Background: an optimization exercise with open tools, aiming at small area and a short achievable clock period. Do not read the settings as production practice.
At most, simulation tests tie the RTL to the original design; equivalence was not proved.
Power figures rest on the tool's default switching activity, not on a simulated workload.

==> v28: inputs <==
==> flow/design.v <==
package spi_eeprom_pkg;
   localparam logic [7:0] OP_WREN  = 8'h06;
   localparam logic [7:0] OP_WRDI  = 8'h04;
   localparam logic [7:0] OP_RDSR  = 8'h05;
   localparam logic [7:0] OP_READ  = 8'h03;
   localparam logic [7:0] OP_WRITE = 8'h02;
   typedef enum logic [2:0] {
      IDLE, CMD, ADDR, READ, WRITE, RDSR, IGNORE
   } state_t;
endpackage
module spi_sync_edge #(
   parameter logic RST_VAL = 1'b0
) (
   input  logic i_clk,
   input  logic i_rst,
   input  logic i_d,
   output logic o_q,
   output logic o_rise,
   output logic o_fall
);
   logic r_s1, r_s2, r_s3;
   always_ff @(posedge i_clk) begin
      if (i_rst) begin
         r_s1 <= RST_VAL;
         r_s2 <= RST_VAL;
         r_s3 <= RST_VAL;
      end else begin
         r_s1 <= i_d;
         r_s2 <= r_s1;
         r_s3 <= r_s2;
      end
   end
   assign o_q    = r_s2;
   assign o_rise = r_s2 & ~r_s3;
   assign o_fall = ~r_s2 & r_s3;
endmodule
module spi_eeprom_cell (
   input  logic i_clk,
   input  logic i_wr,
   input  logic i_keep,
   input  logic i_col,
   output logic o_q
);
   always_ff @(posedge i_clk) o_q <= ~((o_q | i_wr) & (i_keep | i_col));
endmodule
module spi_eeprom_rd2 (
   input  logic i_sel_a_n,
   input  logic i_q_a,
   input  logic i_sel_b_n,
   input  logic i_q_b,
   output logic o_y
);
   assign o_y = ~((i_sel_a_n | i_q_a) & (i_sel_b_n | i_q_b));
endmodule
module spi_eeprom_rowdec (
   input  logic i_hi,
   input  logic i_lo,
   input  logic i_hi_wr_n,
   input  logic i_lo_n,
   output logic o_wr,
   output logic o_rsel_n
);
   assign o_wr     = ~(i_hi_wr_n | i_lo_n);
   assign o_rsel_n = ~(i_hi & i_lo);
endmodule
module spi_eeprom_responder #(
   parameter int DEPTH  = 256,
   parameter int ADDR_W = 8,
   parameter int PAGE   = 16
) (
   input  logic FCLK_CLK0,
   input  logic RST,
   input  logic i_sclk,
   input  logic i_mosi,
   input  logic i_ss_n,
   output logic o_miso,
   output logic o_miso_oe,
   output logic o_wel,
   output logic o_cmd_err
);
   spi_eeprom_pkg::state_t              r_state, w_state_nx;
   logic [2:0]          r_bit_cnt;
   logic [7:0]          r_shift_in, r_miso_sr;
   logic [15:0]         r_lo, r_hi;    
   logic                r_wel, r_is_write, r_wr_armed, r_cmd_err;
   logic                r_mosi_s1, r_mosi_s2;
   logic [1:0]          r_ld_pipe;
   logic                r_wpend, r_winc;
   logic r_sclk_s1, r_sclk_s2, r_sclk_s3;
   logic r_sel_s1, r_sel_s2, r_sel_s3;
   logic w_sclk_rise, w_sclk_fall;
   logic w_sel, w_ss_rise, w_ss_fall;
   logic w_byte_done;
   logic [7:0] w_byte;
   logic w_set_wel, w_clr_wel, w_cmd_err, w_ld_sts, w_ld_addr;
   logic w_rd_start, w_rd_next, w_wr_next, w_set_wr, w_set_rd;
   always_ff @(posedge FCLK_CLK0) begin
      if (RST) begin
         r_sclk_s1 <= 1'b0;
         r_sclk_s2 <= 1'b0;
         r_sclk_s3 <= 1'b0;
         r_sel_s1  <= 1'b0;
         r_sel_s2  <= 1'b0;
         r_sel_s3  <= 1'b0;
      end else begin
         r_sclk_s1 <= i_sclk;
         r_sclk_s2 <= r_sclk_s1;
         r_sclk_s3 <= r_sclk_s2;
         r_sel_s1  <= ~i_ss_n;
         r_sel_s2  <= r_sel_s1;
         r_sel_s3  <= r_sel_s2;
      end
   end
   assign w_sclk_rise = r_sclk_s2 & ~r_sclk_s3;
   assign w_sclk_fall = ~r_sclk_s2 & r_sclk_s3;
   assign w_sel       = r_sel_s2;
   assign w_ss_rise   = ~r_sel_s2 & r_sel_s3;
   assign w_ss_fall   = r_sel_s2 & ~r_sel_s3;
   assign w_byte      = {r_shift_in[6:0], r_mosi_s2};
   assign w_byte_done = w_sclk_rise & (r_bit_cnt == 3'd7) & w_sel;
   always_ff @(posedge FCLK_CLK0) begin
      if (RST) r_state <= spi_eeprom_pkg::IDLE;
      else     r_state <= w_state_nx;
   end
   always_comb begin
      w_state_nx = r_state;
      w_set_wel  = 1'b0;
      w_clr_wel  = 1'b0;
      w_cmd_err  = 1'b0;
      w_ld_sts   = 1'b0;
      w_ld_addr  = 1'b0;
      w_rd_start = 1'b0;
      w_rd_next  = 1'b0;
      w_wr_next  = 1'b0;
      w_set_wr   = 1'b0;
      w_set_rd   = 1'b0;
      if (w_ss_rise) begin
         w_state_nx = spi_eeprom_pkg::IDLE;
         w_clr_wel  = r_wr_armed;
      end else begin
         case (r_state)
            spi_eeprom_pkg::IDLE: if (w_ss_fall) w_state_nx = spi_eeprom_pkg::CMD;
            spi_eeprom_pkg::CMD: if (w_byte_done) begin
               case (w_byte)
                  spi_eeprom_pkg::OP_WREN:  begin w_set_wel = 1'b1; w_state_nx = spi_eeprom_pkg::IGNORE; end
                  spi_eeprom_pkg::OP_WRDI:  begin w_clr_wel = 1'b1; w_state_nx = spi_eeprom_pkg::IGNORE; end
                  spi_eeprom_pkg::OP_RDSR:  begin w_ld_sts  = 1'b1; w_state_nx = spi_eeprom_pkg::RDSR;   end
                  spi_eeprom_pkg::OP_READ:  begin w_set_rd  = 1'b1; w_state_nx = spi_eeprom_pkg::ADDR;   end
                  spi_eeprom_pkg::OP_WRITE: begin w_set_wr  = 1'b1; w_state_nx = spi_eeprom_pkg::ADDR;   end
                  default:  begin w_cmd_err = 1'b1; w_state_nx = spi_eeprom_pkg::IGNORE; end
               endcase
            end
            spi_eeprom_pkg::ADDR: if (w_byte_done) begin
               w_ld_addr  = 1'b1;
               w_rd_start = ~r_is_write;
               w_state_nx = r_is_write ? spi_eeprom_pkg::WRITE : spi_eeprom_pkg::READ;
            end
            spi_eeprom_pkg::READ:  if (w_byte_done) w_rd_next = 1'b1;
            spi_eeprom_pkg::WRITE: if (w_byte_done) w_wr_next = 1'b1;
            spi_eeprom_pkg::RDSR:  if (w_byte_done) w_ld_sts  = 1'b1;
            default: ;
         endcase
      end
   end
   always_ff @(posedge FCLK_CLK0) begin
      if (RST) begin
         r_bit_cnt  <= '0;
         r_shift_in <= '0;
         r_miso_sr  <= '0;
         r_lo       <= 16'd1;
         r_hi       <= 16'd1;
         r_wel      <= 1'b0;
         r_is_write <= 1'b0;
         r_wr_armed <= 1'b0;
         r_cmd_err  <= 1'b0;
         r_mosi_s1  <= 1'b0;
         r_mosi_s2  <= 1'b0;
         r_ld_pipe  <= '0;
         r_wpend    <= 1'b0;
         r_hi_wr_n  <= '1;
         r_winc     <= 1'b0;
      end else begin
         r_mosi_s1 <= i_mosi;
         r_mosi_s2 <= r_mosi_s1;
         r_cmd_err <= w_cmd_err;
         r_ld_pipe <= {r_ld_pipe[0], w_rd_start | w_rd_next};
         r_wpend   <= w_wr_next & r_wel;
         r_hi_wr_n <= ~({16{w_wr_next & r_wel}} & r_hi);
         r_winc    <= w_wr_next;
         if (w_ss_fall || w_ss_rise) begin
            r_bit_cnt  <= '0;
            r_shift_in <= '0;
         end else if (w_sclk_rise && w_sel) begin
            r_bit_cnt  <= r_bit_cnt + 3'd1;
            r_shift_in <= w_byte;
         end
         if (w_set_wel)      r_wel <= 1'b1;
         else if (w_clr_wel) r_wel <= 1'b0;
         if (w_set_wr)      r_is_write <= 1'b1;
         else if (w_set_rd) r_is_write <= 1'b0;
         if (w_ss_rise)                     r_wr_armed <= 1'b0;
         else if (w_ld_addr && r_is_write) r_wr_armed <= 1'b1;
         if (w_ld_addr) begin
            r_lo <= 16'd1 << w_byte[3:0];
            r_hi <= 16'd1 << w_byte[7:4];
         end else if (w_rd_next) begin
            r_lo <= {r_lo[14:0], r_lo[15]};
            if (r_lo[15]) r_hi <= {r_hi[14:0], r_hi[15]};
         end else if (r_winc) begin
            r_lo <= {r_lo[14:0], r_lo[15]};
         end
         if (w_ss_fall || w_ss_rise)                    r_miso_sr <= '0;
         else if (w_ld_sts)                             r_miso_sr <= {6'b0, r_wel, 1'b0};
         else if (r_ld_pipe[1] && r_state == spi_eeprom_pkg::READ)      r_miso_sr <= w_rd;
         else if (w_sclk_fall && r_bit_cnt != 3'd0)     r_miso_sr <= {r_miso_sr[6:0], 1'b0};
      end
   end
   logic        r_ph;
   logic [7:0]  w_col;
   logic [7:0]  w_pair [DEPTH/2];    
   logic [7:0][7:0] w_part;          
   logic [7:0][7:0] r_part;
   logic [7:0]  w_rd;
   always_ff @(posedge FCLK_CLK0) r_ph <= ~r_ph;
   assign w_col = {8{~r_wpend}} | (r_shift_in ^ {8{r_ph}});
   logic [15:0] r_hi_wr_n, w_lo_n;
   assign w_lo_n    = ~r_lo;
   for (genvar r = 0; r < DEPTH; r++) begin : g_row
      logic w_wr, w_rsel_n;
      logic [7:0] w_q;
      spi_eeprom_rowdec u_dec (
         .i_hi (r_hi[r / 16]), .i_lo (r_lo[r % 16]),
         .i_hi_wr_n (r_hi_wr_n[r / 16]), .i_lo_n (w_lo_n[r % 16]),
         .o_wr (w_wr), .o_rsel_n (w_rsel_n)
      );
      for (genvar c = 0; c < 8; c++) begin : g_bit
         spi_eeprom_cell u_cell (
            .i_clk (FCLK_CLK0), .i_wr (w_wr), .i_keep (w_rsel_n), .i_col (w_col[c]),
            .o_q (w_q[c])
         );
      end
   end
   for (genvar p = 0; p < DEPTH / 2; p++) begin : g_pair
      for (genvar c = 0; c < 8; c++) begin : g_bit
         spi_eeprom_rd2 u_rd (
            .i_sel_a_n (g_row[2*p].w_rsel_n),   .i_q_a (g_row[2*p].w_q[c]),
            .i_sel_b_n (g_row[2*p+1].w_rsel_n), .i_q_b (g_row[2*p+1].w_q[c]),
            .o_y (w_pair[p][c])
         );
      end
   end
   always_comb begin
      for (int k = 0; k < 8; k++) begin
         w_part[k] = '0;
         for (int p = 0; p < 16; p++) w_part[k] = w_part[k] | w_pair[16*k + p];
      end
   end
   always_ff @(posedge FCLK_CLK0) r_part <= w_part;
   always_comb begin
      w_rd = '0;
      for (int k = 0; k < 8; k++) w_rd = w_rd | r_part[k];
      w_rd = w_rd ^ {8{r_ph}};
   end
   assign o_miso    = r_miso_sr[7];
   assign o_miso_oe = w_sel;
   assign o_wel     = r_wel;
   assign o_cmd_err = r_cmd_err;
endmodule
==> flow/run.sh <==
#!/bin/bash
# synth_recipe.tcl (not shown) runs the flow's synth.tcl, then flattens the netlist and writes it again
# the make line also repeats each setting of config.mk as NAME=value (left out here)
make -C /OpenROAD-flow-scripts/flow DESIGN_CONFIG=/design/flow/config.mk WORK_HOME=/design/flow/orfs CLKGATE_MAP_FILE= SYNTH_SCRIPT=/design/flow/synth_recipe.tcl finish
==> flow/config.mk <==
export PLATFORM = sky130hd
export DESIGN_NAME = spi_eeprom_responder
export DESIGN_NICKNAME = spi_eeprom_responder
export VERILOG_FILES = /design/flow/design.v
export SDC_FILE = /design/flow/constraint.sdc
export NUM_CORES = 4
export LEC_CHECK = 0
export CAP_MARGIN = 20
export CORE_MARGIN = 2
export CORE_UTILIZATION = 55
export CTS_CLUSTER_DIAMETER = 80
export CTS_CLUSTER_SIZE = 30
export PLACE_DENSITY = 0.65
export SETUP_SLACK_MARGIN = 1.4
export SLEW_MARGIN = 20
export SYNTH_HIERARCHICAL = 1
==> flow/constraint.sdc <==
create_clock -name core_clock -period 3.8 [get_ports {FCLK_CLK0}]
set_input_delay 0.7600 -clock core_clock [delete_from_list [all_inputs] [get_ports {FCLK_CLK0}]]
set_output_delay 0.7600 -clock core_clock [all_outputs]
set_load 0.01 [all_outputs]
==> v38 (differences from v28) <==
--- a/flow/design.v
+++ b/flow/design.v
@@ -83,4 +83,5 @@
    logic [7:0]          r_shift_in, r_miso_sr;
    logic [15:0]         r_lo, r_hi;    
+   logic [15:0]         r_lo_n;        
    logic                r_wel, r_is_write, r_wr_armed, r_cmd_err;
    logic                r_mosi_s1, r_mosi_s2;
@@ -179,4 +180,5 @@
          r_wpend    <= 1'b0;
          r_hi_wr_n  <= '1;
+         r_lo_n     <= ~16'd1;
          r_winc     <= 1'b0;
       end else begin
@@ -202,11 +204,14 @@
          else if (w_ld_addr && r_is_write) r_wr_armed <= 1'b1;
          if (w_ld_addr) begin
-            r_lo <= 16'd1 << w_byte[3:0];
+            r_lo   <= 16'd1 << w_byte[3:0];
+            r_lo_n <= ~(16'd1 << w_byte[3:0]);
             r_hi <= 16'd1 << w_byte[7:4];
          end else if (w_rd_next) begin
-            r_lo <= {r_lo[14:0], r_lo[15]};
+            r_lo   <= {r_lo[14:0], r_lo[15]};
+            r_lo_n <= {r_lo_n[14:0], r_lo_n[15]};
             if (r_lo[15]) r_hi <= {r_hi[14:0], r_hi[15]};
          end else if (r_winc) begin
-            r_lo <= {r_lo[14:0], r_lo[15]};
+            r_lo   <= {r_lo[14:0], r_lo[15]};
+            r_lo_n <= {r_lo_n[14:0], r_lo_n[15]};
          end
          if (w_ss_fall || w_ss_rise)                    r_miso_sr <= '0;
@@ -224,6 +229,5 @@
    always_ff @(posedge FCLK_CLK0) r_ph <= ~r_ph;
    assign w_col = {8{~r_wpend}} | (r_shift_in ^ {8{r_ph}});
-   logic [15:0] r_hi_wr_n, w_lo_n;
-   assign w_lo_n    = ~r_lo;
+   logic [15:0] r_hi_wr_n;
    for (genvar r = 0; r < DEPTH; r++) begin : g_row
       logic w_wr, w_rsel_n;
@@ -231,5 +235,5 @@
       spi_eeprom_rowdec u_dec (
          .i_hi (r_hi[r / 16]), .i_lo (r_lo[r % 16]),
-         .i_hi_wr_n (r_hi_wr_n[r / 16]), .i_lo_n (w_lo_n[r % 16]),
+         .i_hi_wr_n (r_hi_wr_n[r / 16]), .i_lo_n (r_lo_n[r % 16]),
          .o_wr (w_wr), .o_rsel_n (w_rsel_n)
       );
--- a/flow/config.mk
+++ b/flow/config.mk
@@ -12,5 +12,5 @@
 export CTS_CLUSTER_SIZE = 30
 export PLACE_DENSITY = 0.65
-export SETUP_SLACK_MARGIN = 1.4
+export SETUP_SLACK_MARGIN = 1.7
 export SLEW_MARGIN = 20
 export SYNTH_HIERARCHICAL = 1
==> v33 (differences from v28) <==
--- a/flow/design.v
+++ b/flow/design.v
@@ -178,5 +178,4 @@
          r_ld_pipe  <= '0;
          r_wpend    <= 1'b0;
-         r_hi_wr_n  <= '1;
          r_winc     <= 1'b0;
       end else begin
@@ -186,5 +185,4 @@
          r_ld_pipe <= {r_ld_pipe[0], w_rd_start | w_rd_next};
          r_wpend   <= w_wr_next & r_wel;
-         r_hi_wr_n <= ~({16{w_wr_next & r_wel}} & r_hi);
          r_winc    <= w_wr_next;
          if (w_ss_fall || w_ss_rise) begin
@@ -224,5 +222,6 @@
    always_ff @(posedge FCLK_CLK0) r_ph <= ~r_ph;
    assign w_col = {8{~r_wpend}} | (r_shift_in ^ {8{r_ph}});
-   logic [15:0] r_hi_wr_n, w_lo_n;
+   logic [15:0] w_hi_wr_n, w_lo_n;
+   assign w_hi_wr_n = ~({16{r_wpend}} & r_hi);
    assign w_lo_n    = ~r_lo;
    for (genvar r = 0; r < DEPTH; r++) begin : g_row
@@ -231,5 +230,5 @@
       spi_eeprom_rowdec u_dec (
          .i_hi (r_hi[r / 16]), .i_lo (r_lo[r % 16]),
-         .i_hi_wr_n (r_hi_wr_n[r / 16]), .i_lo_n (w_lo_n[r % 16]),
+         .i_hi_wr_n (w_hi_wr_n[r / 16]), .i_lo_n (w_lo_n[r % 16]),
          .o_wr (w_wr), .o_rsel_n (w_rsel_n)
       );
--- a/flow/config.mk
+++ b/flow/config.mk
@@ -8,9 +8,9 @@
 export CAP_MARGIN = 20
 export CORE_MARGIN = 2
-export CORE_UTILIZATION = 55
+export CORE_UTILIZATION = 45
 export CTS_CLUSTER_DIAMETER = 80
 export CTS_CLUSTER_SIZE = 30
-export PLACE_DENSITY = 0.65
-export SETUP_SLACK_MARGIN = 1.4
+export PLACE_DENSITY = 0.6
+export SETUP_SLACK_MARGIN = 1.8
 export SLEW_MARGIN = 20
 export SYNTH_HIERARCHICAL = 1
==> v2 (differences from v28) <==
--- a/flow/design.v
+++ b/flow/design.v
@@ -178,5 +178,4 @@
          r_ld_pipe  <= '0;
          r_wpend    <= 1'b0;
-         r_hi_wr_n  <= '1;
          r_winc     <= 1'b0;
       end else begin
@@ -186,5 +185,4 @@
          r_ld_pipe <= {r_ld_pipe[0], w_rd_start | w_rd_next};
          r_wpend   <= w_wr_next & r_wel;
-         r_hi_wr_n <= ~({16{w_wr_next & r_wel}} & r_hi);
          r_winc    <= w_wr_next;
          if (w_ss_fall || w_ss_rise) begin
@@ -224,5 +222,6 @@
    always_ff @(posedge FCLK_CLK0) r_ph <= ~r_ph;
    assign w_col = {8{~r_wpend}} | (r_shift_in ^ {8{r_ph}});
-   logic [15:0] r_hi_wr_n, w_lo_n;
+   logic [15:0] w_hi_wr_n, w_lo_n;
+   assign w_hi_wr_n = ~({16{r_wpend}} & r_hi);
    assign w_lo_n    = ~r_lo;
    for (genvar r = 0; r < DEPTH; r++) begin : g_row
@@ -231,5 +230,5 @@
       spi_eeprom_rowdec u_dec (
          .i_hi (r_hi[r / 16]), .i_lo (r_lo[r % 16]),
-         .i_hi_wr_n (r_hi_wr_n[r / 16]), .i_lo_n (w_lo_n[r % 16]),
+         .i_hi_wr_n (w_hi_wr_n[r / 16]), .i_lo_n (w_lo_n[r % 16]),
          .o_wr (w_wr), .o_rsel_n (w_rsel_n)
       );
--- a/flow/config.mk
+++ b/flow/config.mk
@@ -12,5 +12,5 @@
 export CTS_CLUSTER_SIZE = 30
 export PLACE_DENSITY = 0.65
-export SETUP_SLACK_MARGIN = 1.4
+export SETUP_SLACK_MARGIN = 1.8
 export SLEW_MARGIN = 20
 export SYNTH_HIERARCHICAL = 1
==> qor summary <==
quantity                                                                                    v28                            v38                             v33                              v2
Result of the run                                                      timing/DRC/antenna clean       timing/DRC/antenna clean        timing/DRC/antenna clean        timing/DRC/antenna clean
Amount of wire on met2 after detailed routing                                        102,000 um                     106,000 um                      108,000 um                      106,000 um
Capturing instance or port of the critical path                  g_row[192].g_bit[5].u_cell.o_q                      r_part[8]  g_row[149].g_bit[5].u_cell.o_q                         r_hi[9]
Final setup margin                                                                      1.31 ns                        1.57 ns                         1.66 ns                         1.70 ns
Drt initial violations                                                                    6,790                          7,194                           6,004                           6,509
Final Cycle Share                                                                         0.656                          0.588                           0.562                           0.553
Post-route clock skew                                                                 0.0358 ns                      0.0328 ns                       0.0570 ns                       0.0311 ns
Number of global-route vias before repair                                                53,300                         55,400                          54,900                          54,700
Buffer count from post-CTS setup fixing                                                       0                             10                              39                              49
Met2 track demand over resource                                                           0.510                          0.534                           0.454                           0.536
Worst Hold Path EP                                                                   r_state[1]  g_row[69].g_bit[6].u_cell.o_q  g_row[255].g_bit[3].u_cell.o_q  g_row[229].g_bit[5].u_cell.o_q
Layout fillers                                                                           10,500                         10,600                          13,600                          10,100
Non-CTS buffers                                                                             108                            121                             225                             267
Power Density                                                                        467 nW/um2                     458 nW/um2                      452 nW/um2                      444 nW/um2
Number of cells on the worst hold path                                                        3                              1                               1                               1
Synthesized-area fraction occupied by ao, oa, aoi and oai cells                           0.285                          0.288                           0.286                           0.286
No functional check of the RTL was part of v28 and v38.

-- port drivers added, routing unchanged --
How much do the figures lean on ideal ports? The routed layouts below were timed once more, with nothing changed but the port constraints.
Step 1 sets driving cells, clkbuf_16 on the clock port and buf_2 on the other inputs (assumed; they add their load-dependent delay and slew).
Step 2 adds t to the input delays and takes it off the output delays; t is the mean of the earliest and latest rising clock arrival at the registers after step 1. Input paths then give back, and output paths get back, about the clock's delay inside the block.
Slacks: no drivers / after step 1 / after step 2; pairs: no drivers / after step 1.
run	shift t [ns]	setup WS [ns]	slew at the worst register clock pin (ns)
v28	0.811	1.307 / 1.307 / 1.307	0.12 / 0.12
v38	0.808	1.565 / 1.565 / 1.219	0.12 / 0.12
v33	0.839	1.665 / 1.631 / 1.192	0.12 / 0.12
v2	0.823	1.700 / 1.628 / 1.330	0.12 / 0.12
After both steps setup and hold are still met in every run listed. For v33, which loses most, drivers alone change the setup slack by -0.034 ns; drivers and shift together by -0.473 ns.
